Source: an optimization exercise on an open RTL-to-GDS flow (aim: small area). Production flows keep margins and buffers that such runs may drop. Function was checked by simulation only, so behaviour that the tests miss may differ from the original. Power and IR drop assume default switching activity.

## flow/design.v

```verilog
`default_nettype none
package sat_pkg;
    localparam int num_bool_vars = 2;                        
    localparam int num_int_vars  = 2;                        
    localparam int num_vars      = num_bool_vars + num_int_vars;  
    localparam int num_clauses   = 4;                        
    localparam int int_width  = 4;    
    localparam int sum_width  = 10;   
    localparam int gain_width = 3;    
    localparam int idx_width  = $clog2(num_clauses);
    localparam int assign_w = num_bool_vars + 2 * int_width;   
    localparam int code_w   = 2 * num_bool_vars;
    localparam int bias_lsb = code_w;
    localparam int coef0_lsb = code_w + int_width;
    localparam int coef1_lsb = code_w + 2 * int_width;
    localparam int clause_w = code_w + 3 * int_width;   
    localparam int formula_w = num_clauses * clause_w;
endpackage
`default_nettype wire
`default_nettype none
module lm_fa
(
    input  wire a,
    input  wire b,
    input  wire c,
    output wire s,
    output wire co
);
    assign s  = a ^ b ^ c;
    assign co = (a & b) | (a & c) | (b & c);
endmodule
module lm_ha
(
    input  wire a,
    input  wire b,
    output wire s,
    output wire co
);
    assign s  = a ^ b;
    assign co = a & b;
endmodule
`default_nettype wire
`default_nettype none
module local_move
(
    input  logic        clk,
    input  logic        rst_n,
    input  logic        clause_write,
    input  logic [1:0]  clause_index,
    input  logic [15:0] clause_data,
    input  logic [3:0]  clause_enable,
    input  logic [9:0]  current,
    input  logic [1:0]  bool_propose_enable,
    input  logic [1:0]  int_propose_enable,
    input  logic        start,
    output logic [11:0] gains,
    output logic [2:0]  best_gain,
    output logic [9:0]  best_assignment,
    output logic        done
);
    logic [15:0] cl0, cl1, cl2, cl3;
    logic [3:0]  cv;
    always_ff @(posedge clk)
    begin
        if (clause_write && clause_index == 2'd0) cl0 <= clause_data;
        if (clause_write && clause_index == 2'd1) cl1 <= clause_data;
        if (clause_write && clause_index == 2'd2) cl2 <= clause_data;
        if (clause_write && clause_index == 2'd3) cl3 <= clause_data;
    end
    always_ff @(posedge clk or negedge rst_n)
    begin
        if (!rst_n)
            cv <= '0;
        else if (clause_write)
            cv[clause_index] <= 1'b1;
    end
    wire [3:0] x  = current[3:0];
    wire [3:0] y  = current[7:4];
    wire       p0 = current[8];
    wire       p1 = current[9];
    wire       xw = (current[3:0] == 4'd7);   
    wire       yw = (current[7:4] == 4'd7);
    wire [3:0] sat0, sat1, sat2, sat3, sat4;
    wire [15:0] c_0 = cl0;
    wire [3:0] b_0 = c_0[7:4];
    wire [3:0] c0_0 = c_0[11:8];
    wire [3:0] c1_0 = c_0[15:12];
    wire k0_1, k0_2, k0_3, k0_4, k0_5, k0_6, k0_7, k0_8, k0_9, k0_10, k0_11, k0_12, k0_13, k0_14, k0_15, k0_16, k0_17, k0_18, k0_19, k0_20, k0_21, k0_22, k0_23, k0_24, k0_25, k0_26, k0_27, k0_28, k0_29, k0_30, k0_31, k0_32, k0_33, k0_34, k0_35, k0_36, k0_37, k0_38, k0_39, k0_40, k0_41, k0_42, k0_43, k0_44, k0_45, k0_46, k0_47, k0_48, k0_49, k0_50, k0_51, k0_52, k0_53, k0_54, k0_55, k0_56, k0_57, k0_58, k0_59, k0_60, k0_61, k0_62, k0_63, k0_64, k0_65, k0_66, k0_67, k0_68, k0_69, k0_70, k0_71, k0_72, k0_73, k0_74, k0_75, k0_76, k0_77, k0_78, k0_79, k0_80, k0_81, k0_82, k0_83, k0_84, k0_85, k0_86, k0_87, k0_88, k0_89, k0_90, k0_91, k0_92, k0_93, k0_94, k0_95, k0_96, k0_97, k0_98, k0_99, k0_100, k0_101, k0_102, k0_103, k0_104, k0_105, k0_106, k0_107, k0_108, k0_109, k0_110, k0_111, k0_112, k0_113, k0_114, k0_115, k0_116, k0_117, k0_118, k0_119, k0_120;
    lm_ha u_k0_1 (.a((c1_0[0] & y[0])), .b(b_0[0]), .s(k0_1), .co(k0_2));
    lm_fa u_k0_3 (.a((c1_0[0] & y[1])), .b((c1_0[1] & y[0])), .c(b_0[1]), .s(k0_3), .co(k0_4));
    lm_ha u_k0_5 (.a(k0_2), .b(k0_3), .s(k0_5), .co(k0_6));
    lm_fa u_k0_7 (.a((c1_0[0] & y[2])), .b((c1_0[1] & y[1])), .c((c1_0[2] & y[0])), .s(k0_7), .co(k0_8));
    lm_fa u_k0_9 (.a(b_0[2]), .b(k0_4), .c(k0_6), .s(k0_9), .co(k0_10));
    lm_ha u_k0_11 (.a(k0_7), .b(k0_9), .s(k0_11), .co(k0_12));
    lm_fa u_k0_13 (.a((~c1_0[0] | ~y[3])), .b((c1_0[1] & y[2])), .c((c1_0[2] & y[1])), .s(k0_13), .co(k0_14));
    lm_fa u_k0_15 (.a((~c1_0[3] | ~y[0])), .b(~b_0[3]), .c(1'b1), .s(k0_15), .co(k0_16));
    lm_fa u_k0_17 (.a(k0_8), .b(k0_10), .c(k0_12), .s(k0_17), .co(k0_18));
    lm_fa u_k0_19 (.a(k0_13), .b(k0_15), .c(k0_17), .s(k0_19), .co(k0_20));
    lm_fa u_k0_21 (.a((~c1_0[1] | ~y[3])), .b((c1_0[2] & y[2])), .c((~c1_0[3] | ~y[1])), .s(k0_21), .co(k0_22));
    lm_fa u_k0_23 (.a(k0_14), .b(k0_16), .c(k0_18), .s(k0_23), .co(k0_24));
    lm_fa u_k0_25 (.a(k0_20), .b(k0_21), .c(k0_23), .s(k0_25), .co(k0_26));
    lm_fa u_k0_27 (.a((~c1_0[2] | ~y[3])), .b((~c1_0[3] | ~y[2])), .c(k0_22), .s(k0_27), .co(k0_28));
    lm_fa u_k0_29 (.a(k0_24), .b(k0_26), .c(k0_27), .s(k0_29), .co(k0_30));
    lm_fa u_k0_31 (.a((c1_0[3] & y[3])), .b(k0_28), .c(k0_30), .s(k0_31), .co(k0_32));
    assign k0_33 = ~k0_32;
    assign k0_34 = 1'b1 ^ k0_32;
    lm_ha u_k0_35 (.a(k0_1), .b((c0_0[0] & x[0])), .s(k0_35), .co(k0_36));
    lm_fa u_k0_37 (.a(k0_5), .b((c0_0[0] & x[1])), .c((c0_0[1] & x[0])), .s(k0_37), .co(k0_38));
    lm_ha u_k0_39 (.a(k0_36), .b(k0_37), .s(k0_39), .co(k0_40));
    lm_fa u_k0_41 (.a(k0_11), .b((c0_0[0] & x[2])), .c((c0_0[1] & x[1])), .s(k0_41), .co(k0_42));
    lm_fa u_k0_43 (.a((c0_0[2] & x[0])), .b(k0_38), .c(k0_40), .s(k0_43), .co(k0_44));
    lm_ha u_k0_45 (.a(k0_41), .b(k0_43), .s(k0_45), .co(k0_46));
    lm_fa u_k0_47 (.a(k0_19), .b((~c0_0[0] | ~x[3])), .c((c0_0[1] & x[2])), .s(k0_47), .co(k0_48));
    lm_fa u_k0_49 (.a((c0_0[2] & x[1])), .b((~c0_0[3] | ~x[0])), .c(k0_42), .s(k0_49), .co(k0_50));
    lm_fa u_k0_51 (.a(k0_44), .b(k0_46), .c(k0_47), .s(k0_51), .co(k0_52));
    lm_ha u_k0_53 (.a(k0_49), .b(k0_51), .s(k0_53), .co(k0_54));
    lm_fa u_k0_55 (.a(k0_25), .b((~c0_0[1] | ~x[3])), .c((c0_0[2] & x[2])), .s(k0_55), .co(k0_56));
    lm_fa u_k0_57 (.a((~c0_0[3] | ~x[1])), .b(1'b1), .c(k0_48), .s(k0_57), .co(k0_58));
    lm_fa u_k0_59 (.a(k0_50), .b(k0_52), .c(k0_54), .s(k0_59), .co(k0_60));
    lm_fa u_k0_61 (.a(k0_55), .b(k0_57), .c(k0_59), .s(k0_61), .co(k0_62));
    lm_fa u_k0_63 (.a(k0_29), .b((~c0_0[2] | ~x[3])), .c((~c0_0[3] | ~x[2])), .s(k0_63), .co(k0_64));
    lm_fa u_k0_65 (.a(k0_56), .b(k0_58), .c(k0_60), .s(k0_65), .co(k0_66));
    lm_fa u_k0_67 (.a(k0_62), .b(k0_63), .c(k0_65), .s(k0_67), .co(k0_68));
    lm_fa u_k0_69 (.a(k0_31), .b((c0_0[3] & x[3])), .c(k0_64), .s(k0_69), .co(k0_70));
    lm_fa u_k0_71 (.a(k0_66), .b(k0_68), .c(k0_69), .s(k0_71), .co(k0_72));
    lm_fa u_k0_73 (.a(k0_33), .b(1'b1), .c(k0_70), .s(k0_73), .co(k0_74));
    lm_ha u_k0_75 (.a(k0_72), .b(k0_73), .s(k0_75), .co(k0_76));
    assign k0_77 = k0_34 ^ 1'b1;
    assign k0_78 = k0_74 ^ k0_76;
    assign k0_79 = k0_77 ^ k0_78;
    assign k0_80 = ~k0_79;
    assign k0_81 = k0_35 & c0_0[0];
    assign k0_82 = (k0_39 & c0_0[1]) | (k0_39 & k0_81) | (c0_0[1] & k0_81);
    assign k0_83 = (k0_45 & c0_0[2]) | (k0_45 & k0_82) | (c0_0[2] & k0_82);
    assign k0_84 = (k0_53 & c0_0[3]) | (k0_53 & k0_83) | (c0_0[3] & k0_83);
    assign k0_85 = (k0_61 & c0_0[3]) | (k0_61 & k0_84) | (c0_0[3] & k0_84);
    assign k0_86 = (k0_67 & c0_0[3]) | (k0_67 & k0_85) | (c0_0[3] & k0_85);
    assign k0_87 = (k0_71 & c0_0[3]) | (k0_71 & k0_86) | (c0_0[3] & k0_86);
    assign k0_88 = (k0_75 & c0_0[3]) | (k0_75 & k0_87) | (c0_0[3] & k0_87);
    assign k0_89 = ~(k0_79 ^ c0_0[3] ^ k0_88);
    assign k0_90 = k0_19 | ~c0_0[0];
    assign k0_91 = (k0_25 & ~c0_0[1]) | (k0_25 & k0_90) | (~c0_0[1] & k0_90);
    assign k0_92 = (k0_29 & ~c0_0[2]) | (k0_29 & k0_91) | (~c0_0[2] & k0_91);
    assign k0_93 = (k0_31 & ~c0_0[3]) | (k0_31 & k0_92) | (~c0_0[3] & k0_92);
    assign k0_94 = (k0_33 & ~c0_0[3]) | (k0_33 & k0_93) | (~c0_0[3] & k0_93);
    assign k0_95 = ~(k0_34 ^ ~c0_0[3] ^ k0_94);
    assign k0_96 = xw ? k0_95 : k0_89;
    assign k0_97 = k0_35 ^ c1_0[0];
    assign k0_98 = k0_35 & c1_0[0];
    assign k0_99 = k0_39 ^ c1_0[1] ^ k0_98;
    assign k0_100 = (k0_39 & c1_0[1]) | (k0_39 & k0_98) | (c1_0[1] & k0_98);
    assign k0_101 = k0_45 ^ c1_0[2] ^ k0_100;
    assign k0_102 = (k0_45 & c1_0[2]) | (k0_45 & k0_100) | (c1_0[2] & k0_100);
    assign k0_103 = k0_53 ^ c1_0[3] ^ k0_102;
    assign k0_104 = (k0_53 & c1_0[3]) | (k0_53 & k0_102) | (c1_0[3] & k0_102);
    assign k0_105 = k0_61 ^ c1_0[3] ^ k0_104;
    assign k0_106 = (k0_61 & c1_0[3]) | (k0_61 & k0_104) | (c1_0[3] & k0_104);
    assign k0_107 = k0_67 ^ c1_0[3] ^ k0_106;
    assign k0_108 = (k0_67 & c1_0[3]) | (k0_67 & k0_106) | (c1_0[3] & k0_106);
    assign k0_109 = k0_71 ^ c1_0[3] ^ k0_108;
    assign k0_110 = (k0_71 & c1_0[3]) | (k0_71 & k0_108) | (c1_0[3] & k0_108);
    assign k0_111 = k0_75 ^ c1_0[3] ^ k0_110;
    assign k0_112 = (k0_75 & c1_0[3]) | (k0_75 & k0_110) | (c1_0[3] & k0_110);
    assign k0_113 = k0_79 ^ c1_0[3] ^ k0_112;
    assign k0_114 = ~k0_113;
    assign k0_115 = k0_105 | ~c1_0[0];
    assign k0_116 = (k0_107 & ~c1_0[1]) | (k0_107 & k0_115) | (~c1_0[1] & k0_115);
    assign k0_117 = (k0_109 & ~c1_0[2]) | (k0_109 & k0_116) | (~c1_0[2] & k0_116);
    assign k0_118 = (k0_111 & ~c1_0[3]) | (k0_111 & k0_117) | (~c1_0[3] & k0_117);
    assign k0_119 = ~(k0_113 ^ ~c1_0[3] ^ k0_118);
    assign k0_120 = yw ? k0_119 : k0_114;
    wire h0_0  = c_0[1] & (p0 == c_0[0]);
    wire h0f_0 = c_0[1] & (p0 != c_0[0]);
    wire h1_0  = c_0[3] & (p1 == c_0[2]);
    wire h1f_0 = c_0[3] & (p1 != c_0[2]);
    wire z_0 = ~cv[0];
    wire en_0 = clause_enable[0];
    assign sat0[0] = en_0 & (z_0 | h0_0  | h1_0  | k0_80);
    assign sat1[0] = en_0 & (z_0 | h0f_0 | h1_0  | k0_80);
    assign sat2[0] = en_0 & (z_0 | h0_0  | h1f_0 | k0_80);
    assign sat3[0] = en_0 & (z_0 | h0_0  | h1_0  | k0_96);
    assign sat4[0] = en_0 & (z_0 | h0_0  | h1_0  | k0_120);
    wire [15:0] c_1 = cl1;
    wire [3:0] b_1 = c_1[7:4];
    wire [3:0] c0_1 = c_1[11:8];
    wire [3:0] c1_1 = c_1[15:12];
    wire k1_1, k1_2, k1_3, k1_4, k1_5, k1_6, k1_7, k1_8, k1_9, k1_10, k1_11, k1_12, k1_13, k1_14, k1_15, k1_16, k1_17, k1_18, k1_19, k1_20, k1_21, k1_22, k1_23, k1_24, k1_25, k1_26, k1_27, k1_28, k1_29, k1_30, k1_31, k1_32, k1_33, k1_34, k1_35, k1_36, k1_37, k1_38, k1_39, k1_40, k1_41, k1_42, k1_43, k1_44, k1_45, k1_46, k1_47, k1_48, k1_49, k1_50, k1_51, k1_52, k1_53, k1_54, k1_55, k1_56, k1_57, k1_58, k1_59, k1_60, k1_61, k1_62, k1_63, k1_64, k1_65, k1_66, k1_67, k1_68, k1_69, k1_70, k1_71, k1_72, k1_73, k1_74, k1_75, k1_76, k1_77, k1_78, k1_79, k1_80, k1_81, k1_82, k1_83, k1_84, k1_85, k1_86, k1_87, k1_88, k1_89, k1_90, k1_91, k1_92, k1_93, k1_94, k1_95, k1_96, k1_97, k1_98, k1_99, k1_100, k1_101, k1_102, k1_103, k1_104, k1_105, k1_106, k1_107, k1_108, k1_109, k1_110, k1_111, k1_112, k1_113, k1_114, k1_115, k1_116, k1_117, k1_118, k1_119, k1_120;
    lm_ha u_k1_1 (.a((c1_1[0] & y[0])), .b(b_1[0]), .s(k1_1), .co(k1_2));
    lm_fa u_k1_3 (.a((c1_1[0] & y[1])), .b((c1_1[1] & y[0])), .c(b_1[1]), .s(k1_3), .co(k1_4));
    lm_ha u_k1_5 (.a(k1_2), .b(k1_3), .s(k1_5), .co(k1_6));
    lm_fa u_k1_7 (.a((c1_1[0] & y[2])), .b((c1_1[1] & y[1])), .c((c1_1[2] & y[0])), .s(k1_7), .co(k1_8));
    lm_fa u_k1_9 (.a(b_1[2]), .b(k1_4), .c(k1_6), .s(k1_9), .co(k1_10));
    lm_ha u_k1_11 (.a(k1_7), .b(k1_9), .s(k1_11), .co(k1_12));
    lm_fa u_k1_13 (.a((~c1_1[0] | ~y[3])), .b((c1_1[1] & y[2])), .c((c1_1[2] & y[1])), .s(k1_13), .co(k1_14));
    lm_fa u_k1_15 (.a((~c1_1[3] | ~y[0])), .b(~b_1[3]), .c(1'b1), .s(k1_15), .co(k1_16));
    lm_fa u_k1_17 (.a(k1_8), .b(k1_10), .c(k1_12), .s(k1_17), .co(k1_18));
    lm_fa u_k1_19 (.a(k1_13), .b(k1_15), .c(k1_17), .s(k1_19), .co(k1_20));
    lm_fa u_k1_21 (.a((~c1_1[1] | ~y[3])), .b((c1_1[2] & y[2])), .c((~c1_1[3] | ~y[1])), .s(k1_21), .co(k1_22));
    lm_fa u_k1_23 (.a(k1_14), .b(k1_16), .c(k1_18), .s(k1_23), .co(k1_24));
    lm_fa u_k1_25 (.a(k1_20), .b(k1_21), .c(k1_23), .s(k1_25), .co(k1_26));
    lm_fa u_k1_27 (.a((~c1_1[2] | ~y[3])), .b((~c1_1[3] | ~y[2])), .c(k1_22), .s(k1_27), .co(k1_28));
    lm_fa u_k1_29 (.a(k1_24), .b(k1_26), .c(k1_27), .s(k1_29), .co(k1_30));
    lm_fa u_k1_31 (.a((c1_1[3] & y[3])), .b(k1_28), .c(k1_30), .s(k1_31), .co(k1_32));
    assign k1_33 = ~k1_32;
    assign k1_34 = 1'b1 ^ k1_32;
    lm_ha u_k1_35 (.a(k1_1), .b((c0_1[0] & x[0])), .s(k1_35), .co(k1_36));
    lm_fa u_k1_37 (.a(k1_5), .b((c0_1[0] & x[1])), .c((c0_1[1] & x[0])), .s(k1_37), .co(k1_38));
    lm_ha u_k1_39 (.a(k1_36), .b(k1_37), .s(k1_39), .co(k1_40));
    lm_fa u_k1_41 (.a(k1_11), .b((c0_1[0] & x[2])), .c((c0_1[1] & x[1])), .s(k1_41), .co(k1_42));
    lm_fa u_k1_43 (.a((c0_1[2] & x[0])), .b(k1_38), .c(k1_40), .s(k1_43), .co(k1_44));
    lm_ha u_k1_45 (.a(k1_41), .b(k1_43), .s(k1_45), .co(k1_46));
    lm_fa u_k1_47 (.a(k1_19), .b((~c0_1[0] | ~x[3])), .c((c0_1[1] & x[2])), .s(k1_47), .co(k1_48));
    lm_fa u_k1_49 (.a((c0_1[2] & x[1])), .b((~c0_1[3] | ~x[0])), .c(k1_42), .s(k1_49), .co(k1_50));
    lm_fa u_k1_51 (.a(k1_44), .b(k1_46), .c(k1_47), .s(k1_51), .co(k1_52));
    lm_ha u_k1_53 (.a(k1_49), .b(k1_51), .s(k1_53), .co(k1_54));
    lm_fa u_k1_55 (.a(k1_25), .b((~c0_1[1] | ~x[3])), .c((c0_1[2] & x[2])), .s(k1_55), .co(k1_56));
    lm_fa u_k1_57 (.a((~c0_1[3] | ~x[1])), .b(1'b1), .c(k1_48), .s(k1_57), .co(k1_58));
    lm_fa u_k1_59 (.a(k1_50), .b(k1_52), .c(k1_54), .s(k1_59), .co(k1_60));
    lm_fa u_k1_61 (.a(k1_55), .b(k1_57), .c(k1_59), .s(k1_61), .co(k1_62));
    lm_fa u_k1_63 (.a(k1_29), .b((~c0_1[2] | ~x[3])), .c((~c0_1[3] | ~x[2])), .s(k1_63), .co(k1_64));
    lm_fa u_k1_65 (.a(k1_56), .b(k1_58), .c(k1_60), .s(k1_65), .co(k1_66));
    lm_fa u_k1_67 (.a(k1_62), .b(k1_63), .c(k1_65), .s(k1_67), .co(k1_68));
    lm_fa u_k1_69 (.a(k1_31), .b((c0_1[3] & x[3])), .c(k1_64), .s(k1_69), .co(k1_70));
    lm_fa u_k1_71 (.a(k1_66), .b(k1_68), .c(k1_69), .s(k1_71), .co(k1_72));
    lm_fa u_k1_73 (.a(k1_33), .b(1'b1), .c(k1_70), .s(k1_73), .co(k1_74));
    lm_ha u_k1_75 (.a(k1_72), .b(k1_73), .s(k1_75), .co(k1_76));
    assign k1_77 = k1_34 ^ 1'b1;
    assign k1_78 = k1_74 ^ k1_76;
    assign k1_79 = k1_77 ^ k1_78;
    assign k1_80 = ~k1_79;
    assign k1_81 = k1_35 & c0_1[0];
    assign k1_82 = (k1_39 & c0_1[1]) | (k1_39 & k1_81) | (c0_1[1] & k1_81);
    assign k1_83 = (k1_45 & c0_1[2]) | (k1_45 & k1_82) | (c0_1[2] & k1_82);
    assign k1_84 = (k1_53 & c0_1[3]) | (k1_53 & k1_83) | (c0_1[3] & k1_83);
    assign k1_85 = (k1_61 & c0_1[3]) | (k1_61 & k1_84) | (c0_1[3] & k1_84);
    assign k1_86 = (k1_67 & c0_1[3]) | (k1_67 & k1_85) | (c0_1[3] & k1_85);
    assign k1_87 = (k1_71 & c0_1[3]) | (k1_71 & k1_86) | (c0_1[3] & k1_86);
    assign k1_88 = (k1_75 & c0_1[3]) | (k1_75 & k1_87) | (c0_1[3] & k1_87);
    assign k1_89 = ~(k1_79 ^ c0_1[3] ^ k1_88);
    assign k1_90 = k1_19 | ~c0_1[0];
    assign k1_91 = (k1_25 & ~c0_1[1]) | (k1_25 & k1_90) | (~c0_1[1] & k1_90);
    assign k1_92 = (k1_29 & ~c0_1[2]) | (k1_29 & k1_91) | (~c0_1[2] & k1_91);
    assign k1_93 = (k1_31 & ~c0_1[3]) | (k1_31 & k1_92) | (~c0_1[3] & k1_92);
    assign k1_94 = (k1_33 & ~c0_1[3]) | (k1_33 & k1_93) | (~c0_1[3] & k1_93);
    assign k1_95 = ~(k1_34 ^ ~c0_1[3] ^ k1_94);
    assign k1_96 = xw ? k1_95 : k1_89;
    assign k1_97 = k1_35 ^ c1_1[0];
    assign k1_98 = k1_35 & c1_1[0];
    assign k1_99 = k1_39 ^ c1_1[1] ^ k1_98;
    assign k1_100 = (k1_39 & c1_1[1]) | (k1_39 & k1_98) | (c1_1[1] & k1_98);
    assign k1_101 = k1_45 ^ c1_1[2] ^ k1_100;
    assign k1_102 = (k1_45 & c1_1[2]) | (k1_45 & k1_100) | (c1_1[2] & k1_100);
    assign k1_103 = k1_53 ^ c1_1[3] ^ k1_102;
    assign k1_104 = (k1_53 & c1_1[3]) | (k1_53 & k1_102) | (c1_1[3] & k1_102);
    assign k1_105 = k1_61 ^ c1_1[3] ^ k1_104;
    assign k1_106 = (k1_61 & c1_1[3]) | (k1_61 & k1_104) | (c1_1[3] & k1_104);
    assign k1_107 = k1_67 ^ c1_1[3] ^ k1_106;
    assign k1_108 = (k1_67 & c1_1[3]) | (k1_67 & k1_106) | (c1_1[3] & k1_106);
    assign k1_109 = k1_71 ^ c1_1[3] ^ k1_108;
    assign k1_110 = (k1_71 & c1_1[3]) | (k1_71 & k1_108) | (c1_1[3] & k1_108);
    assign k1_111 = k1_75 ^ c1_1[3] ^ k1_110;
    assign k1_112 = (k1_75 & c1_1[3]) | (k1_75 & k1_110) | (c1_1[3] & k1_110);
    assign k1_113 = k1_79 ^ c1_1[3] ^ k1_112;
    assign k1_114 = ~k1_113;
    assign k1_115 = k1_105 | ~c1_1[0];
    assign k1_116 = (k1_107 & ~c1_1[1]) | (k1_107 & k1_115) | (~c1_1[1] & k1_115);
    assign k1_117 = (k1_109 & ~c1_1[2]) | (k1_109 & k1_116) | (~c1_1[2] & k1_116);
    assign k1_118 = (k1_111 & ~c1_1[3]) | (k1_111 & k1_117) | (~c1_1[3] & k1_117);
    assign k1_119 = ~(k1_113 ^ ~c1_1[3] ^ k1_118);
    assign k1_120 = yw ? k1_119 : k1_114;
    wire h0_1  = c_1[1] & (p0 == c_1[0]);
    wire h0f_1 = c_1[1] & (p0 != c_1[0]);
    wire h1_1  = c_1[3] & (p1 == c_1[2]);
    wire h1f_1 = c_1[3] & (p1 != c_1[2]);
    wire z_1 = ~cv[1];
    wire en_1 = clause_enable[1];
    assign sat0[1] = en_1 & (z_1 | h0_1  | h1_1  | k1_80);
    assign sat1[1] = en_1 & (z_1 | h0f_1 | h1_1  | k1_80);
    assign sat2[1] = en_1 & (z_1 | h0_1  | h1f_1 | k1_80);
    assign sat3[1] = en_1 & (z_1 | h0_1  | h1_1  | k1_96);
    assign sat4[1] = en_1 & (z_1 | h0_1  | h1_1  | k1_120);
    wire [15:0] c_2 = cl2;
    wire [3:0] b_2 = c_2[7:4];
    wire [3:0] c0_2 = c_2[11:8];
    wire [3:0] c1_2 = c_2[15:12];
    wire k2_1, k2_2, k2_3, k2_4, k2_5, k2_6, k2_7, k2_8, k2_9, k2_10, k2_11, k2_12, k2_13, k2_14, k2_15, k2_16, k2_17, k2_18, k2_19, k2_20, k2_21, k2_22, k2_23, k2_24, k2_25, k2_26, k2_27, k2_28, k2_29, k2_30, k2_31, k2_32, k2_33, k2_34, k2_35, k2_36, k2_37, k2_38, k2_39, k2_40, k2_41, k2_42, k2_43, k2_44, k2_45, k2_46, k2_47, k2_48, k2_49, k2_50, k2_51, k2_52, k2_53, k2_54, k2_55, k2_56, k2_57, k2_58, k2_59, k2_60, k2_61, k2_62, k2_63, k2_64, k2_65, k2_66, k2_67, k2_68, k2_69, k2_70, k2_71, k2_72, k2_73, k2_74, k2_75, k2_76, k2_77, k2_78, k2_79, k2_80, k2_81, k2_82, k2_83, k2_84, k2_85, k2_86, k2_87, k2_88, k2_89, k2_90, k2_91, k2_92, k2_93, k2_94, k2_95, k2_96, k2_97, k2_98, k2_99, k2_100, k2_101, k2_102, k2_103, k2_104, k2_105, k2_106, k2_107, k2_108, k2_109, k2_110, k2_111, k2_112, k2_113, k2_114, k2_115, k2_116, k2_117, k2_118, k2_119, k2_120;
    lm_ha u_k2_1 (.a((c1_2[0] & y[0])), .b(b_2[0]), .s(k2_1), .co(k2_2));
    lm_fa u_k2_3 (.a((c1_2[0] & y[1])), .b((c1_2[1] & y[0])), .c(b_2[1]), .s(k2_3), .co(k2_4));
    lm_ha u_k2_5 (.a(k2_2), .b(k2_3), .s(k2_5), .co(k2_6));
    lm_fa u_k2_7 (.a((c1_2[0] & y[2])), .b((c1_2[1] & y[1])), .c((c1_2[2] & y[0])), .s(k2_7), .co(k2_8));
    lm_fa u_k2_9 (.a(b_2[2]), .b(k2_4), .c(k2_6), .s(k2_9), .co(k2_10));
    lm_ha u_k2_11 (.a(k2_7), .b(k2_9), .s(k2_11), .co(k2_12));
    lm_fa u_k2_13 (.a((~c1_2[0] | ~y[3])), .b((c1_2[1] & y[2])), .c((c1_2[2] & y[1])), .s(k2_13), .co(k2_14));
    lm_fa u_k2_15 (.a((~c1_2[3] | ~y[0])), .b(~b_2[3]), .c(1'b1), .s(k2_15), .co(k2_16));
    lm_fa u_k2_17 (.a(k2_8), .b(k2_10), .c(k2_12), .s(k2_17), .co(k2_18));
    lm_fa u_k2_19 (.a(k2_13), .b(k2_15), .c(k2_17), .s(k2_19), .co(k2_20));
    lm_fa u_k2_21 (.a((~c1_2[1] | ~y[3])), .b((c1_2[2] & y[2])), .c((~c1_2[3] | ~y[1])), .s(k2_21), .co(k2_22));
    lm_fa u_k2_23 (.a(k2_14), .b(k2_16), .c(k2_18), .s(k2_23), .co(k2_24));
    lm_fa u_k2_25 (.a(k2_20), .b(k2_21), .c(k2_23), .s(k2_25), .co(k2_26));
    lm_fa u_k2_27 (.a((~c1_2[2] | ~y[3])), .b((~c1_2[3] | ~y[2])), .c(k2_22), .s(k2_27), .co(k2_28));
    lm_fa u_k2_29 (.a(k2_24), .b(k2_26), .c(k2_27), .s(k2_29), .co(k2_30));
    lm_fa u_k2_31 (.a((c1_2[3] & y[3])), .b(k2_28), .c(k2_30), .s(k2_31), .co(k2_32));
    assign k2_33 = ~k2_32;
    assign k2_34 = 1'b1 ^ k2_32;
    lm_ha u_k2_35 (.a(k2_1), .b((c0_2[0] & x[0])), .s(k2_35), .co(k2_36));
    lm_fa u_k2_37 (.a(k2_5), .b((c0_2[0] & x[1])), .c((c0_2[1] & x[0])), .s(k2_37), .co(k2_38));
    lm_ha u_k2_39 (.a(k2_36), .b(k2_37), .s(k2_39), .co(k2_40));
    lm_fa u_k2_41 (.a(k2_11), .b((c0_2[0] & x[2])), .c((c0_2[1] & x[1])), .s(k2_41), .co(k2_42));
    lm_fa u_k2_43 (.a((c0_2[2] & x[0])), .b(k2_38), .c(k2_40), .s(k2_43), .co(k2_44));
    lm_ha u_k2_45 (.a(k2_41), .b(k2_43), .s(k2_45), .co(k2_46));
    lm_fa u_k2_47 (.a(k2_19), .b((~c0_2[0] | ~x[3])), .c((c0_2[1] & x[2])), .s(k2_47), .co(k2_48));
    lm_fa u_k2_49 (.a((c0_2[2] & x[1])), .b((~c0_2[3] | ~x[0])), .c(k2_42), .s(k2_49), .co(k2_50));
    lm_fa u_k2_51 (.a(k2_44), .b(k2_46), .c(k2_47), .s(k2_51), .co(k2_52));
    lm_ha u_k2_53 (.a(k2_49), .b(k2_51), .s(k2_53), .co(k2_54));
    lm_fa u_k2_55 (.a(k2_25), .b((~c0_2[1] | ~x[3])), .c((c0_2[2] & x[2])), .s(k2_55), .co(k2_56));
    lm_fa u_k2_57 (.a((~c0_2[3] | ~x[1])), .b(1'b1), .c(k2_48), .s(k2_57), .co(k2_58));
    lm_fa u_k2_59 (.a(k2_50), .b(k2_52), .c(k2_54), .s(k2_59), .co(k2_60));
    lm_fa u_k2_61 (.a(k2_55), .b(k2_57), .c(k2_59), .s(k2_61), .co(k2_62));
    lm_fa u_k2_63 (.a(k2_29), .b((~c0_2[2] | ~x[3])), .c((~c0_2[3] | ~x[2])), .s(k2_63), .co(k2_64));
    lm_fa u_k2_65 (.a(k2_56), .b(k2_58), .c(k2_60), .s(k2_65), .co(k2_66));
    lm_fa u_k2_67 (.a(k2_62), .b(k2_63), .c(k2_65), .s(k2_67), .co(k2_68));
    lm_fa u_k2_69 (.a(k2_31), .b((c0_2[3] & x[3])), .c(k2_64), .s(k2_69), .co(k2_70));
    lm_fa u_k2_71 (.a(k2_66), .b(k2_68), .c(k2_69), .s(k2_71), .co(k2_72));
    lm_fa u_k2_73 (.a(k2_33), .b(1'b1), .c(k2_70), .s(k2_73), .co(k2_74));
    lm_ha u_k2_75 (.a(k2_72), .b(k2_73), .s(k2_75), .co(k2_76));
    assign k2_77 = k2_34 ^ 1'b1;
    assign k2_78 = k2_74 ^ k2_76;
    assign k2_79 = k2_77 ^ k2_78;
    assign k2_80 = ~k2_79;
    assign k2_81 = k2_35 & c0_2[0];
    assign k2_82 = (k2_39 & c0_2[1]) | (k2_39 & k2_81) | (c0_2[1] & k2_81);
    assign k2_83 = (k2_45 & c0_2[2]) | (k2_45 & k2_82) | (c0_2[2] & k2_82);
    assign k2_84 = (k2_53 & c0_2[3]) | (k2_53 & k2_83) | (c0_2[3] & k2_83);
    assign k2_85 = (k2_61 & c0_2[3]) | (k2_61 & k2_84) | (c0_2[3] & k2_84);
    assign k2_86 = (k2_67 & c0_2[3]) | (k2_67 & k2_85) | (c0_2[3] & k2_85);
    assign k2_87 = (k2_71 & c0_2[3]) | (k2_71 & k2_86) | (c0_2[3] & k2_86);
    assign k2_88 = (k2_75 & c0_2[3]) | (k2_75 & k2_87) | (c0_2[3] & k2_87);
    assign k2_89 = ~(k2_79 ^ c0_2[3] ^ k2_88);
    assign k2_90 = k2_19 | ~c0_2[0];
    assign k2_91 = (k2_25 & ~c0_2[1]) | (k2_25 & k2_90) | (~c0_2[1] & k2_90);
    assign k2_92 = (k2_29 & ~c0_2[2]) | (k2_29 & k2_91) | (~c0_2[2] & k2_91);
    assign k2_93 = (k2_31 & ~c0_2[3]) | (k2_31 & k2_92) | (~c0_2[3] & k2_92);
    assign k2_94 = (k2_33 & ~c0_2[3]) | (k2_33 & k2_93) | (~c0_2[3] & k2_93);
    assign k2_95 = ~(k2_34 ^ ~c0_2[3] ^ k2_94);
    assign k2_96 = xw ? k2_95 : k2_89;
    assign k2_97 = k2_35 ^ c1_2[0];
    assign k2_98 = k2_35 & c1_2[0];
    assign k2_99 = k2_39 ^ c1_2[1] ^ k2_98;
    assign k2_100 = (k2_39 & c1_2[1]) | (k2_39 & k2_98) | (c1_2[1] & k2_98);
    assign k2_101 = k2_45 ^ c1_2[2] ^ k2_100;
    assign k2_102 = (k2_45 & c1_2[2]) | (k2_45 & k2_100) | (c1_2[2] & k2_100);
    assign k2_103 = k2_53 ^ c1_2[3] ^ k2_102;
    assign k2_104 = (k2_53 & c1_2[3]) | (k2_53 & k2_102) | (c1_2[3] & k2_102);
    assign k2_105 = k2_61 ^ c1_2[3] ^ k2_104;
    assign k2_106 = (k2_61 & c1_2[3]) | (k2_61 & k2_104) | (c1_2[3] & k2_104);
    assign k2_107 = k2_67 ^ c1_2[3] ^ k2_106;
    assign k2_108 = (k2_67 & c1_2[3]) | (k2_67 & k2_106) | (c1_2[3] & k2_106);
    assign k2_109 = k2_71 ^ c1_2[3] ^ k2_108;
    assign k2_110 = (k2_71 & c1_2[3]) | (k2_71 & k2_108) | (c1_2[3] & k2_108);
    assign k2_111 = k2_75 ^ c1_2[3] ^ k2_110;
    assign k2_112 = (k2_75 & c1_2[3]) | (k2_75 & k2_110) | (c1_2[3] & k2_110);
    assign k2_113 = k2_79 ^ c1_2[3] ^ k2_112;
    assign k2_114 = ~k2_113;
    assign k2_115 = k2_105 | ~c1_2[0];
    assign k2_116 = (k2_107 & ~c1_2[1]) | (k2_107 & k2_115) | (~c1_2[1] & k2_115);
    assign k2_117 = (k2_109 & ~c1_2[2]) | (k2_109 & k2_116) | (~c1_2[2] & k2_116);
    assign k2_118 = (k2_111 & ~c1_2[3]) | (k2_111 & k2_117) | (~c1_2[3] & k2_117);
    assign k2_119 = ~(k2_113 ^ ~c1_2[3] ^ k2_118);
    assign k2_120 = yw ? k2_119 : k2_114;
    wire h0_2  = c_2[1] & (p0 == c_2[0]);
    wire h0f_2 = c_2[1] & (p0 != c_2[0]);
    wire h1_2  = c_2[3] & (p1 == c_2[2]);
    wire h1f_2 = c_2[3] & (p1 != c_2[2]);
    wire z_2 = ~cv[2];
    wire en_2 = clause_enable[2];
    assign sat0[2] = en_2 & (z_2 | h0_2  | h1_2  | k2_80);
    assign sat1[2] = en_2 & (z_2 | h0f_2 | h1_2  | k2_80);
    assign sat2[2] = en_2 & (z_2 | h0_2  | h1f_2 | k2_80);
    assign sat3[2] = en_2 & (z_2 | h0_2  | h1_2  | k2_96);
    assign sat4[2] = en_2 & (z_2 | h0_2  | h1_2  | k2_120);
    wire [15:0] c_3 = cl3;
    wire [3:0] b_3 = c_3[7:4];
    wire [3:0] c0_3 = c_3[11:8];
    wire [3:0] c1_3 = c_3[15:12];
    wire k3_1, k3_2, k3_3, k3_4, k3_5, k3_6, k3_7, k3_8, k3_9, k3_10, k3_11, k3_12, k3_13, k3_14, k3_15, k3_16, k3_17, k3_18, k3_19, k3_20, k3_21, k3_22, k3_23, k3_24, k3_25, k3_26, k3_27, k3_28, k3_29, k3_30, k3_31, k3_32, k3_33, k3_34, k3_35, k3_36, k3_37, k3_38, k3_39, k3_40, k3_41, k3_42, k3_43, k3_44, k3_45, k3_46, k3_47, k3_48, k3_49, k3_50, k3_51, k3_52, k3_53, k3_54, k3_55, k3_56, k3_57, k3_58, k3_59, k3_60, k3_61, k3_62, k3_63, k3_64, k3_65, k3_66, k3_67, k3_68, k3_69, k3_70, k3_71, k3_72, k3_73, k3_74, k3_75, k3_76, k3_77, k3_78, k3_79, k3_80, k3_81, k3_82, k3_83, k3_84, k3_85, k3_86, k3_87, k3_88, k3_89, k3_90, k3_91, k3_92, k3_93, k3_94, k3_95, k3_96, k3_97, k3_98, k3_99, k3_100, k3_101, k3_102, k3_103, k3_104, k3_105, k3_106, k3_107, k3_108, k3_109, k3_110, k3_111, k3_112, k3_113, k3_114, k3_115, k3_116, k3_117, k3_118, k3_119, k3_120;
    lm_ha u_k3_1 (.a((c1_3[0] & y[0])), .b(b_3[0]), .s(k3_1), .co(k3_2));
    lm_fa u_k3_3 (.a((c1_3[0] & y[1])), .b((c1_3[1] & y[0])), .c(b_3[1]), .s(k3_3), .co(k3_4));
    lm_ha u_k3_5 (.a(k3_2), .b(k3_3), .s(k3_5), .co(k3_6));
    lm_fa u_k3_7 (.a((c1_3[0] & y[2])), .b((c1_3[1] & y[1])), .c((c1_3[2] & y[0])), .s(k3_7), .co(k3_8));
    lm_fa u_k3_9 (.a(b_3[2]), .b(k3_4), .c(k3_6), .s(k3_9), .co(k3_10));
    lm_ha u_k3_11 (.a(k3_7), .b(k3_9), .s(k3_11), .co(k3_12));
    lm_fa u_k3_13 (.a((~c1_3[0] | ~y[3])), .b((c1_3[1] & y[2])), .c((c1_3[2] & y[1])), .s(k3_13), .co(k3_14));
    lm_fa u_k3_15 (.a((~c1_3[3] | ~y[0])), .b(~b_3[3]), .c(1'b1), .s(k3_15), .co(k3_16));
    lm_fa u_k3_17 (.a(k3_8), .b(k3_10), .c(k3_12), .s(k3_17), .co(k3_18));
    lm_fa u_k3_19 (.a(k3_13), .b(k3_15), .c(k3_17), .s(k3_19), .co(k3_20));
    lm_fa u_k3_21 (.a((~c1_3[1] | ~y[3])), .b((c1_3[2] & y[2])), .c((~c1_3[3] | ~y[1])), .s(k3_21), .co(k3_22));
    lm_fa u_k3_23 (.a(k3_14), .b(k3_16), .c(k3_18), .s(k3_23), .co(k3_24));
    lm_fa u_k3_25 (.a(k3_20), .b(k3_21), .c(k3_23), .s(k3_25), .co(k3_26));
    lm_fa u_k3_27 (.a((~c1_3[2] | ~y[3])), .b((~c1_3[3] | ~y[2])), .c(k3_22), .s(k3_27), .co(k3_28));
    lm_fa u_k3_29 (.a(k3_24), .b(k3_26), .c(k3_27), .s(k3_29), .co(k3_30));
    lm_fa u_k3_31 (.a((c1_3[3] & y[3])), .b(k3_28), .c(k3_30), .s(k3_31), .co(k3_32));
    assign k3_33 = ~k3_32;
    assign k3_34 = 1'b1 ^ k3_32;
    lm_ha u_k3_35 (.a(k3_1), .b((c0_3[0] & x[0])), .s(k3_35), .co(k3_36));
    lm_fa u_k3_37 (.a(k3_5), .b((c0_3[0] & x[1])), .c((c0_3[1] & x[0])), .s(k3_37), .co(k3_38));
    lm_ha u_k3_39 (.a(k3_36), .b(k3_37), .s(k3_39), .co(k3_40));
    lm_fa u_k3_41 (.a(k3_11), .b((c0_3[0] & x[2])), .c((c0_3[1] & x[1])), .s(k3_41), .co(k3_42));
    lm_fa u_k3_43 (.a((c0_3[2] & x[0])), .b(k3_38), .c(k3_40), .s(k3_43), .co(k3_44));
    lm_ha u_k3_45 (.a(k3_41), .b(k3_43), .s(k3_45), .co(k3_46));
    lm_fa u_k3_47 (.a(k3_19), .b((~c0_3[0] | ~x[3])), .c((c0_3[1] & x[2])), .s(k3_47), .co(k3_48));
    lm_fa u_k3_49 (.a((c0_3[2] & x[1])), .b((~c0_3[3] | ~x[0])), .c(k3_42), .s(k3_49), .co(k3_50));
    lm_fa u_k3_51 (.a(k3_44), .b(k3_46), .c(k3_47), .s(k3_51), .co(k3_52));
    lm_ha u_k3_53 (.a(k3_49), .b(k3_51), .s(k3_53), .co(k3_54));
    lm_fa u_k3_55 (.a(k3_25), .b((~c0_3[1] | ~x[3])), .c((c0_3[2] & x[2])), .s(k3_55), .co(k3_56));
    lm_fa u_k3_57 (.a((~c0_3[3] | ~x[1])), .b(1'b1), .c(k3_48), .s(k3_57), .co(k3_58));
    lm_fa u_k3_59 (.a(k3_50), .b(k3_52), .c(k3_54), .s(k3_59), .co(k3_60));
    lm_fa u_k3_61 (.a(k3_55), .b(k3_57), .c(k3_59), .s(k3_61), .co(k3_62));
    lm_fa u_k3_63 (.a(k3_29), .b((~c0_3[2] | ~x[3])), .c((~c0_3[3] | ~x[2])), .s(k3_63), .co(k3_64));
    lm_fa u_k3_65 (.a(k3_56), .b(k3_58), .c(k3_60), .s(k3_65), .co(k3_66));
    lm_fa u_k3_67 (.a(k3_62), .b(k3_63), .c(k3_65), .s(k3_67), .co(k3_68));
    lm_fa u_k3_69 (.a(k3_31), .b((c0_3[3] & x[3])), .c(k3_64), .s(k3_69), .co(k3_70));
    lm_fa u_k3_71 (.a(k3_66), .b(k3_68), .c(k3_69), .s(k3_71), .co(k3_72));
    lm_fa u_k3_73 (.a(k3_33), .b(1'b1), .c(k3_70), .s(k3_73), .co(k3_74));
    lm_ha u_k3_75 (.a(k3_72), .b(k3_73), .s(k3_75), .co(k3_76));
    assign k3_77 = k3_34 ^ 1'b1;
    assign k3_78 = k3_74 ^ k3_76;
    assign k3_79 = k3_77 ^ k3_78;
    assign k3_80 = ~k3_79;
    assign k3_81 = k3_35 & c0_3[0];
    assign k3_82 = (k3_39 & c0_3[1]) | (k3_39 & k3_81) | (c0_3[1] & k3_81);
    assign k3_83 = (k3_45 & c0_3[2]) | (k3_45 & k3_82) | (c0_3[2] & k3_82);
    assign k3_84 = (k3_53 & c0_3[3]) | (k3_53 & k3_83) | (c0_3[3] & k3_83);
    assign k3_85 = (k3_61 & c0_3[3]) | (k3_61 & k3_84) | (c0_3[3] & k3_84);
    assign k3_86 = (k3_67 & c0_3[3]) | (k3_67 & k3_85) | (c0_3[3] & k3_85);
    assign k3_87 = (k3_71 & c0_3[3]) | (k3_71 & k3_86) | (c0_3[3] & k3_86);
    assign k3_88 = (k3_75 & c0_3[3]) | (k3_75 & k3_87) | (c0_3[3] & k3_87);
    assign k3_89 = ~(k3_79 ^ c0_3[3] ^ k3_88);
    assign k3_90 = k3_19 | ~c0_3[0];
    assign k3_91 = (k3_25 & ~c0_3[1]) | (k3_25 & k3_90) | (~c0_3[1] & k3_90);
    assign k3_92 = (k3_29 & ~c0_3[2]) | (k3_29 & k3_91) | (~c0_3[2] & k3_91);
    assign k3_93 = (k3_31 & ~c0_3[3]) | (k3_31 & k3_92) | (~c0_3[3] & k3_92);
    assign k3_94 = (k3_33 & ~c0_3[3]) | (k3_33 & k3_93) | (~c0_3[3] & k3_93);
    assign k3_95 = ~(k3_34 ^ ~c0_3[3] ^ k3_94);
    assign k3_96 = xw ? k3_95 : k3_89;
    assign k3_97 = k3_35 ^ c1_3[0];
    assign k3_98 = k3_35 & c1_3[0];
    assign k3_99 = k3_39 ^ c1_3[1] ^ k3_98;
    assign k3_100 = (k3_39 & c1_3[1]) | (k3_39 & k3_98) | (c1_3[1] & k3_98);
    assign k3_101 = k3_45 ^ c1_3[2] ^ k3_100;
    assign k3_102 = (k3_45 & c1_3[2]) | (k3_45 & k3_100) | (c1_3[2] & k3_100);
    assign k3_103 = k3_53 ^ c1_3[3] ^ k3_102;
    assign k3_104 = (k3_53 & c1_3[3]) | (k3_53 & k3_102) | (c1_3[3] & k3_102);
    assign k3_105 = k3_61 ^ c1_3[3] ^ k3_104;
    assign k3_106 = (k3_61 & c1_3[3]) | (k3_61 & k3_104) | (c1_3[3] & k3_104);
    assign k3_107 = k3_67 ^ c1_3[3] ^ k3_106;
    assign k3_108 = (k3_67 & c1_3[3]) | (k3_67 & k3_106) | (c1_3[3] & k3_106);
    assign k3_109 = k3_71 ^ c1_3[3] ^ k3_108;
    assign k3_110 = (k3_71 & c1_3[3]) | (k3_71 & k3_108) | (c1_3[3] & k3_108);
    assign k3_111 = k3_75 ^ c1_3[3] ^ k3_110;
    assign k3_112 = (k3_75 & c1_3[3]) | (k3_75 & k3_110) | (c1_3[3] & k3_110);
    assign k3_113 = k3_79 ^ c1_3[3] ^ k3_112;
    assign k3_114 = ~k3_113;
    assign k3_115 = k3_105 | ~c1_3[0];
    assign k3_116 = (k3_107 & ~c1_3[1]) | (k3_107 & k3_115) | (~c1_3[1] & k3_115);
    assign k3_117 = (k3_109 & ~c1_3[2]) | (k3_109 & k3_116) | (~c1_3[2] & k3_116);
    assign k3_118 = (k3_111 & ~c1_3[3]) | (k3_111 & k3_117) | (~c1_3[3] & k3_117);
    assign k3_119 = ~(k3_113 ^ ~c1_3[3] ^ k3_118);
    assign k3_120 = yw ? k3_119 : k3_114;
    wire h0_3  = c_3[1] & (p0 == c_3[0]);
    wire h0f_3 = c_3[1] & (p0 != c_3[0]);
    wire h1_3  = c_3[3] & (p1 == c_3[2]);
    wire h1f_3 = c_3[3] & (p1 != c_3[2]);
    wire z_3 = ~cv[3];
    wire en_3 = clause_enable[3];
    assign sat0[3] = en_3 & (z_3 | h0_3  | h1_3  | k3_80);
    assign sat1[3] = en_3 & (z_3 | h0f_3 | h1_3  | k3_80);
    assign sat2[3] = en_3 & (z_3 | h0_3  | h1f_3 | k3_80);
    assign sat3[3] = en_3 & (z_3 | h0_3  | h1_3  | k3_96);
    assign sat4[3] = en_3 & (z_3 | h0_3  | h1_3  | k3_120);
    function automatic logic [2:0] pop4(input logic [3:0] v);
        logic s0, c0;
        s0 = v[0] ^ v[1] ^ v[2];
        c0 = (v[0] & v[1]) | (v[0] & v[2]) | (v[1] & v[2]);
        pop4 = {c0 & s0 & v[3], c0 ^ (s0 & v[3]), s0 ^ v[3]};
    endfunction
    wire [2:0] cnt0 = pop4(sat0);
    wire [2:0] cnt1 = pop4(sat1);
    wire [2:0] cnt2 = pop4(sat2);
    wire [2:0] cnt3 = pop4(sat3);
    wire [2:0] cnt4 = pop4(sat4);
    logic [14:0] s1_cnt;
    logic [9:0]  s1_cur;
    logic [3:0]  s1_pe;
    logic        v1;
    always_ff @(posedge clk)
    begin
        s1_cnt <= {cnt4, cnt3, cnt2, cnt1, cnt0};
        s1_cur <= current;
        s1_pe  <= {int_propose_enable, bool_propose_enable};
    end
    always_ff @(posedge clk or negedge rst_n)
    begin
        if (!rst_n)
            v1 <= 1'b0;
        else
            v1 <= start;
    end
    wire [2:0] g [4];
    for (genvar j = 0; j < 4; j++)
    begin : g_mask
        assign g[j] = s1_pe[j] ? s1_cnt[3*(j+1) +: 3] : 3'd0;
    end
    wire [11:0] r_gains = {g[3], g[2], g[1], g[0]};
    wire       m2 = g[0][2] | g[1][2] | g[2][2] | g[3][2];
    wire       m1 = ~m2 & (g[0][1] | g[1][1] | g[2][1] | g[3][1]);
    wire       m0 = ~m2 & ((g[0][0] & (g[0][1] == m1)) | (g[1][0] & (g[1][1] == m1)) |
                           (g[2][0] & (g[2][1] == m1)) | (g[3][0] & (g[3][1] == m1)));
    wire [2:0] mx = {m2, m1, m0};
    wire [3:0] e;
    for (genvar j = 0; j < 4; j++)
    begin : g_eq
        assign e[j] = s1_pe[j] & (g[j] == mx);
    end
    wire [3:0] win = {e[3] & ~e[2] & ~e[1] & ~e[0], e[2] & ~e[1] & ~e[0], e[1] & ~e[0], e[0]};
    wire [2:0] r_best = (|s1_pe) ? mx : s1_cnt[2:0];
    wire [3:0] xi = {s1_cur[3] ^ (&s1_cur[2:0]), s1_cur[2] ^ (&s1_cur[1:0]), s1_cur[1] ^ s1_cur[0], ~s1_cur[0]};
    wire [3:0] yi = {s1_cur[7] ^ (&s1_cur[6:4]), s1_cur[6] ^ (&s1_cur[5:4]), s1_cur[5] ^ s1_cur[4], ~s1_cur[4]};
    wire [9:0] r_assign = {s1_cur[9] ^ win[1], s1_cur[8] ^ win[0],
                           win[3] ? yi : s1_cur[7:4],
                           win[2] ? xi : s1_cur[3:0]};
    always_ff @(posedge clk or negedge rst_n)
    begin
        if (!rst_n)
        begin
            gains           <= '0;
            best_gain       <= '0;
            best_assignment <= '0;
            done            <= 1'b0;
        end
        else
        begin
            done <= v1;
            if (v1)
            begin
                gains           <= r_gains;
                best_gain       <= r_best;
                best_assignment <= r_assign;
            end
        end
    end
endmodule
`default_nettype wire
```

## flow/flow/run.sh

```bash
#!/bin/bash
# Standard ORFS layout with two changes: the ports are buffered with the smallest
# plain buffer, and clock tree synthesis adds no dummy load cells.
set -euo pipefail
export BUFFER_PORTS_ARGS="-buffer_cell sky130_fd_sc_hd__buf_1"
export CTS_ARGS="-sink_clustering_enable -repair_clock_nets -buf_list sky130_fd_sc_hd__clkbuf_4 -dont_use_dummy_load"
bash standard.sh > standard.log 2>&1
```

## flow/standard.sh

```bash
#!/bin/bash
# synth_recipe.tcl (not shown) runs the flow's synth.tcl, then flattens the netlist and writes it again
# the make line also repeats each setting of config.mk as NAME=value (left out here)
make -C /OpenROAD-flow-scripts/flow DESIGN_CONFIG=/design/flow/config.mk WORK_HOME=/design/flow/orfs CLKGATE_MAP_FILE= SYNTH_SCRIPT=/design/flow/synth_recipe.tcl "${@:-finish}"
```

## flow/config.mk

```make
export PLATFORM = sky130hd
export DESIGN_NAME = local_move
export DESIGN_NICKNAME = local_move
export VERILOG_FILES = /design/flow/design.v
export SDC_FILE = /design/flow/constraint.sdc
export NUM_CORES = 4
export LEC_CHECK = 0
export CAP_MARGIN = 20
export CORE_MARGIN = 2
export CORE_UTILIZATION = 85
export CTS_BUF_LIST = sky130_fd_sc_hd__clkbuf_4
export SLEW_MARGIN = 20
export SYNTH_HIERARCHICAL = 1
```

## flow/constraint.sdc

```tcl
create_clock -name core_clock -period 12.0 [get_ports {clk}]
set_input_delay 2.4000 -clock core_clock [delete_from_list [all_inputs] [get_ports {clk}]]
set_output_delay 2.4000 -clock core_clock [all_outputs]
set_load 0.01 [all_outputs]
```

==> notes.md <==
[logic make-up after synthesis]
kind of cell | after synthesis | synth area share (%)
AO/OA/AOI/OAI | 125 | 8.35
other | 1 | 0.0378
flip-flops | 124 | 33.0
adder cells (fa/ha/maj) | 198 | 34.9
multiplexers | 9 | 0.958
AND/OR/NAND/NOR | 293 | 15.8
XOR/XNOR | 40 | 3.53
buffers and inverters | 82 | 3.33
[path summary, 6_finish.rpt]
path / start / end / cells past startpoint
max in group asynchronous: rst_n / done$_DFF_PN0_ / 1
worst min register to register: s1_cur[7]$_DFF_P_ / best_assignment[7]$_DFFE_PN0P_ / 2
worst max-delay path: current[4] / s1_cnt[11]$_DFF_P_ / 25
worst max register to register: cl1[12]$_DFFE_PP_ / s1_cnt[11]$_DFF_P_ / 23
worst min-delay path: s1_cur[7]$_DFF_P_ / best_assignment[7]$_DFFE_PN0P_ / 2
min in group asynchronous: rst_n / gains[0]$_DFFE_PN0P_ / 1
[worst reg2reg max path: stages (launching register included)]
cell       delay [ns]
edfxtp_1         0.50
and2_1           0.23
fa_1             0.55
ha_1             0.21
fa_1             0.46
ha_1             0.22
fa_1             0.51
fa_1             0.48
fa_1             0.58
fa_1             0.41
ha_1             0.21
fa_1             0.46
fa_1             0.44
fa_1             0.48
fa_1             0.42
ha_1             0.36
or4_1            0.54
nor4_1           0.39
a41o_1           0.19
xnor2_1          0.14
mux2i_1          0.11
o21ai_0          0.38
fa_1             0.53
a2111oi_0        0.35
[registers in the layout, summed over array words and instances (netlist names)]
name / count
best_gain: 3
gains: 12
s1_cur: 10
cv: 4
done: 1
cl3: 16
cl2: 16
cl0: 16
s1_pe: 4
v1: 1
cl1: 16
s1_cnt: 15
best_assignment: 10
[metal layers]
layer  track usage [%]  wire (um)  vias up
met5                 0          0        -
met4              24.1       1710        0
met3              13.1       3330      219
met2              70.8      12600      732
met1              56.4       8870     3692
li1                  -          -     3136
[per-module statistics from Yosys, one instance, submodules excluded]
module      area, um^2  times used
lm_fa             20.0         116
lm_ha             12.5          32
local_move        7200           1
[final cells by class]
cell class                      count  area, um^2  area share (%)
Inverter                           61         229            2.18
Antenna cell                        2        5.00          0.0476
Tap cell                          143         179            1.70
Sequential cell                   124        3280            31.2
Multi-Input combinational cell    677        6360            60.5
Clock buffer                       17         128            1.21
Timing Repair Buffer               77         335            3.19
[through the flow]
stage | std cells | hold slack (ns) | total power [W]
after detailed placement | 1082 | 0.468 | 0.00269
after floorplan | 883 | 0.374 | 0.00214
final | 1101 | 0.464 | 0.00304
after CTS | 1099 | 0.470 | 0.00297
after global placement | 1082 | 0.464 | 0.00247
after global routing | 1099 | 0.520 | 0.00324
[power by group through the flow]
stage / clock [W] / sequential (W) / combinational [W]
floorplan: 0 / 0.000580 / 0.00156
global placement: 0 / 0.000585 / 0.00188
detailed placement: 0 / 0.000590 / 0.00210
CTS: 0.000195 / 0.000581 / 0.00219
global route: 0.000216 / 0.000590 / 0.00244
finish: 0.000198 / 0.000585 / 0.00225
[placed cells by master (no fill, tap or decap), drive strengths merged, types with 25 or more instances in the layout]
cell    instances
nand2          79
inv            61
a21oi          25
nor2           36
xnor2          30
edfxtp         64
and2           86
ha             45
buf            76
dfrtp          31
dfxtp          29
o21ai          37
fa            137
==> out/metrics.cfg <==
[run_status]
status=no timing/DRC/antenna violations

[synth]
synth_top_cell_by_area=fa_1
ys_warn_count=7
yosys-top-cells-area=fa_1 (28%), edfxtp_1 (19%), dfrtp_1 (7.8%)
yosysMostFrequentCell=fa_1
syn_inst=872
yosysTopAreaCellShare_pct=27.6
syn_area_per_cell_um2=11.4
synth_area_um2=9920
yosysSeqAreaShare_pct=33.0
ys_ff_latch=124
yosys.cell_types.count=68
async_flop_share_pct=25.0
synthTopCellsByCount=fa_1 (137), and2_1 (83), nand2_1 (78), edfxtp_1 (64), inv_1 (61)
dominantRegCellSynth=edfxtp_1
synth_edf_count=64

[timing]
relSlewSlack_pct=36.3
final.setup.worst_slack_ns=1.02
finalHoldViolCount=0
grt_setup_unrepaired=false
finalSetupViolCount=0
fin_crit_sh_pct=91.5
finalMaxSlewViolations=0
worst_slew_pin_slew_ns=0.955
fin_crit_ns=10.98
fin_setup_tns_ns=0
fmax_mhz=91.1
finClkSkew_ns=0.0395

[pwr]
switchingPower_w=0.00148
power_density_nw_per_um2=289
seqPwrFrac_pct=19.3
p_leak_nw=4.27
p_sw_share_pct=48.8
ir_worst_vdd_mv=0.358
p_int_w=0.00156
p_comb_share_pct=74.2
clockPowerShare_pct=6.5

[worst_setup_path]
cp_num_buf_inv=2
r2r_slack_ns=2.78
path_class=primary input to flop
critPathLaunchType=primary input
cp.arrival_ns=11.42
critPathMostFrequentCell=fa_1
critPathTopFamily=adder cells
crit_path_top_delay_cell=fa_1
crit_path_max_fanout=13
max_stage_delay_ns=0.58
crit_required_ns=12.44
end_kind=flop

[clocking]
clk_path_buf_depth=2
cts_hold_buf=0
insertion_delay_ns=0.55
clock_sinks=124
cts_resized=0
cts.htree.levels=4
cts_setup_buffers=0
cts_tree=yes
clk_pin_slew_ns=0.11
cts_buffers=17
cts_root_buf=clkbuf_4

[finish]
fillerInstances=393
drive_gt1_share_pct=5.54
final_nets=1180
fin_util_pct=92.1
final_area_um2=10500
area_growth_pct=5.97

[routing]
firstDrtPassIters=8
wl_per_cell_um=24.1
drt.antenna.violating_nets=0
vias=7779
drc=0
avgViaCountPerCell=7.07
first_iter_violations=1109
totalWireLength_mm=26.5

[floorplan]
die_h_um=112
std_cell_rows=39
dieArea_um2=12600
die_w_um=112
io_pins=66
start_util_pct=86.9
core_area_um2=11400

[global_route]
grt-ovfl-total=0
grt_pass1_wl_mm=42.0
grt_max_degree=55
grt_use_total_pct=44.6
grt_pass1_vias=8231
grt_antenna_before_repair=0

[placement]
numPortBuffers=65
place_congestion=0.971
pre_cts_ws_ns=0.898
place_hpwl_mm=19.3
placed_cell_area_um2=10400

[min_path]
worstHoldPathType=flop to flop

[job]
cap_violations=0

re-timing with driven ports:
The results above use ideal ports. As a check the final layout listed here was re-extracted and re-timed, cells and wires unchanged.
Step 1, drivers: a clkbuf_16 drives clk and a buf_2 each remaining input, both assumed.
Step 2 adds t to the input delays and takes it off the output delays; t is the mean of the earliest and latest rising clock arrival at the registers after step 1. Input paths then give back, and output paths get back, about the clock's delay inside the block.
Slacks: no drivers / after step 1 / after step 2; pairs: no drivers / after step 1.
t, ns: 0.566
setup slack, ns: 1.025 / 1.037 / 0.471
latest minus earliest clock arrival (ns): 0.040 / 0.040
After both steps this run still meets setup and hold. The setup slack of this run moves by +0.012 ns with the drivers and by -0.554 ns with both steps.
